This design comes from an exercise in tuning for small area, a short achievable clock period and few clock cycles per item on the open sky130 flow, not from production work.
Function was checked by simulation only, so behaviour that the tests miss may differ from the original.
Power and IR drop assume default switching activity.

// smpq_top
module smpq_top (
	input  logic        clk,
	input  logic        arst_n,
	input  logic        start,
	input  logic [1:0]  cmd_op,
	input  logic [31:0] cmd_value,
	output logic        busy,
	output logic        done,
	output logic [31:0] rsp_head,
	output logic [1:0]  rsp_status,
	output logic        rsp_empty,
	output logic [4:0]  rsp_count
);
	sorted_min_priority_queue_core #(
		.QUEUE_DEPTH (16)
	) u_core (
		.clk       (clk),
		.arst_n    (arst_n),
		.start     (start),
		.op        (cmd_op),
		.value     (cmd_value),
		.busy      (busy),
		.done      (done),
		.head      (rsp_head),
		.status    (rsp_status),
		.is_empty  (rsp_empty),
		.occupancy (rsp_count)
	);
endmodule
export LEC_CHECK = 0
export CAP_MARGIN = 20
export CORE_MARGIN = 2
export CORE_UTILIZATION = 45
export CTS_CLUSTER_DIAMETER = 80
export CTS_CLUSTER_SIZE = 20
export PLACE_DENSITY = 0.6
export SETUP_SLACK_MARGIN = 2.75
export SLEW_MARGIN = 20
create_clock -name core_clock -period 5.0 [get_ports {clk}]
run.sh (not shown) runs the stock make flow with config.mk's settings and CLKGATE_MAP_FILE= SYNTH_SCRIPT=/design/flow/synth_recipe.tcl, a recipe that flattens the netlist after the stock synthesis.
Testbench counts at the start, summed over its fixed seeds: cycles 8,016, items 8,000.
==> next run, changes <==
CTS_CLUSTER_DIAMETER = 100   (was 80)
CTS_CLUSTER_SIZE = 24   (was 20)
SETUP_SLACK_MARGIN = 2.7   (was 2.75)
Outcome: Total power drops by 3.4%; via count goes down by 1.2%; routed wire length decreases by 1.1%.
==> next run, changes <==
CTS_CLUSTER_DIAMETER = unset   (was 100)
CTS_CLUSTER_SIZE = unset   (was 24)
=> Total power rises by about 15%; routed wire length rises by about 1.3%; final cell count rises by 1.9%; critical path depth rises by 1; global-route usage rises by 0.57 points; design area rises by about 4.6%; maximum frequency falls by about 0.9%.
==> next run, changes <==
CTS_CLUSTER_DIAMETER = 100   (was unset)
CTS_CLUSTER_SIZE = 24   (was unset)
SETUP_SLACK_MARGIN = 2.8   (was 2.7)
Effect: Register-to-register slack is better by 0.06 ns; power went down by 12%; routed wire length stays flat.
==> next run, changes <==
SETUP_SLACK_MARGIN = 2.9   (was 2.8)
The new run completed with no timing, DRC or antenna violations.
Power goes up by 0.70%.
Cell area goes up by 0.85%.
Sequential power is about the same.
Critical path depth goes down by 7.
Maximum frequency goes up by 5.4%.
==> next run, changes <==
SETUP_SLACK_MARGIN = 2.6   (was 2.9)
What happened:
- total power went down by 2.0%
- cell area went down by 2.4%
- setup slack loses 0.26 ns
- routed wire length went up by 0.87%
- clock-buffer cell count went down by 8
- critical path depth went up by 5
- clock skew is about the same
- worst hold slack is about the same
- cell count stays the same
- clock power went down by 7.1%
- core utilization went down by 1.2 points

Setup of run a:
smpq_top, a different RTL version from the one above (not shown whole).
For scale: roughly 4,200 cells after synthesis, ~620 flip-flops, ~79 I/O pins, ~0.035 sq mm of cells after synthesis.
Settings: LEC_CHECK=0, CAP_MARGIN=20, CORE_MARGIN=2, CORE_UTILIZATION=45, PLACE_DENSITY=0.6, SLEW_MARGIN=20; clock period 5.0 ns.
Run a: full flow OK, the timing, DRC and antenna checks passed
Testbench counts of run a, summed over its fixed seeds: cycles 8,016, items 8,000.
[inputs] run b vs run a
Settings: setting SETUP_SLACK_MARGIN to 2.5 for the first time.
### Flow results
Run b vs run a — combinational share of power rose 2.4 points. Run a has higher relative contribution of the clock network to total power than run b. Between run a and run b, worst-margin pin slew is lower for run a, run b comes in above that. Run a: full flow OK, the timing, DRC and antenna checks passed. Run b went all the way through the flow, and no timing, DRC or antenna check failed. Run a consumes less power than run b. Run b vs run a, instance count: run b higher. Against run a, run b reports a sequential share of layout area that is lower. Re final standard cell area without fillers: run a and run b aren't equal, and the higher value belongs to run b. Delta (run b minus run a): maximum number of pins on one net before global-route repair moved up, relative max-transition margin saw a decrease.

Another version of the RTL of smpq_top (not shown whole).
Size in the first run: about 620 flip-flops, about 79 I/O pins, ~33000 µm² of cells after synthesis.
clock: 5.0 ns
lec_check: 0
cap_margin: 20
core_margin: 2
core_utilization: 45
place_density: 0.6
setup_slack_margin: 3.5
slew_margin: 20
The starting point passed the timing, DRC and antenna checks.
Testbench counts at the start, summed over its fixed seeds: cycles 8,016, items 8,000.
Then changed:
--- a/flow/config.mk
+++ b/flow/config.mk
@@ -11,3 +11,3 @@
 export PLACE_DENSITY = 0.6
-export SETUP_SLACK_MARGIN = 3.5
+export SETUP_SLACK_MARGIN = 2.5
 export SLEW_MARGIN = 20
- The changed run ran to the end with no violations
- combinational power went down by 29%
- cell count went down by 7.2%
- final area went down by 19%
- routed wire length went down by 29%
- hold slack got worse by 14 ps

Another version of the RTL of smpq_top (not shown whole).
Size: ~720 flip-flops, about 79 I/O pins, about 35,000 µm² of cells after synthesis.
// smpq_top
module smpq_top (
	input  logic        clk,
	input  logic        arst_n,
	input  logic        start,
	input  logic [1:0]  cmd_op,
	input  logic [31:0] cmd_value,
	output logic        busy,
	output logic        done,
	output logic [31:0] rsp_head,
	output logic [1:0]  rsp_status,
	output logic        rsp_empty,
	output logic [4:0]  rsp_count
);
Settings: LEC_CHECK=0, CAP_MARGIN=20, CORE_MARGIN=2, CORE_UTILIZATION=60, PLACE_DENSITY=0.7, SETUP_SLACK_MARGIN=2.8, SLEW_MARGIN=20; clock period 5.0 ns.
Testbench counts at the start, summed over its fixed seeds: cycles 8,016, items 8,000.
Then changed:
- CORE_UTILIZATION: 60 -> 45
- CTS_CLUSTER_DIAMETER: default -> 100
- CTS_CLUSTER_SIZE: default -> 24
- PLACE_DENSITY: 0.7 -> 0.6
- SETUP_SLACK_MARGIN: 2.8 -> 2.7
The changed run produced a clean layout.
Synthesized area is unchanged.
Non-clock buffer count is higher by 11.
Worst setup slack improved by 0.029 ns.
Hold slack improved by 0.045 ns.
Routed wire length is higher slightly.
Count of clock-buffer cells in the layout is lower by 63.
Cell count is higher by a few percent.
Global-route usage is lower by 13 points.
Combinational power is lower by a few percent.
Critical path depth is unchanged.
Register-to-register slack improved by 0.03 ns.

re-timing with driven ports:
No port has a modelled driver above. Below, the same layouts with a new extraction and two added sets of constraints.
Step 1 assumes that a clkbuf_16 drives the clock port and a buf_2 every other input.
Step 2, shift: input delay + t, output delay - t, t = (earliest + latest rising clock arrival at the registers) / 2. This alone moves slack from input paths to output paths.
Slacks: ideal ports / drivers / drivers and shift; pairs: ideal ports / drivers.
run	t, ns	setup WS [ns]	worst register clock-pin slew, ns	worst slew at a driven data input, ns
the first run of note 1	0.680	2.671 / 2.671 / 2.278	0.09 / 0.09	0.06
the second run of note 1	0.663	2.708 / 2.665 / 2.290	0.11 / 0.11	0.07
the third run of note 1	0.696	2.687 / 2.649 / 2.271	0.06 / 0.06	0.07
the fourth run of note 1	0.665	2.743 / 2.743 / 2.355	0.11 / 0.11	0.06
the fifth run of note 1	0.675	2.859 / 2.791 / 2.464	0.10 / 0.10	0.07
the sixth run of note 1	0.667	2.598 / 2.598 / 2.180	0.11 / 0.11	0.07
run a	0.699	0.660 / 0.660 / 0.660	0.06 / 0.06	0.05
run b	0.708	2.001 / 2.001 / 1.993	0.07 / 0.07	0.06
the first run of note 3	0.710	1.489 / 1.489 / 1.489	0.07 / 0.07	0.05
the second run of note 3	0.682	1.997 / 1.997 / 1.997	0.06 / 0.06	0.03
the first run of note 4	0.734	2.549 / 2.549 / 2.185	0.07 / 0.07	0.04
the second run of note 4	0.680	2.577 / 2.577 / 2.222	0.11 / 0.11	0.04
After both steps every run listed still meets setup and hold.
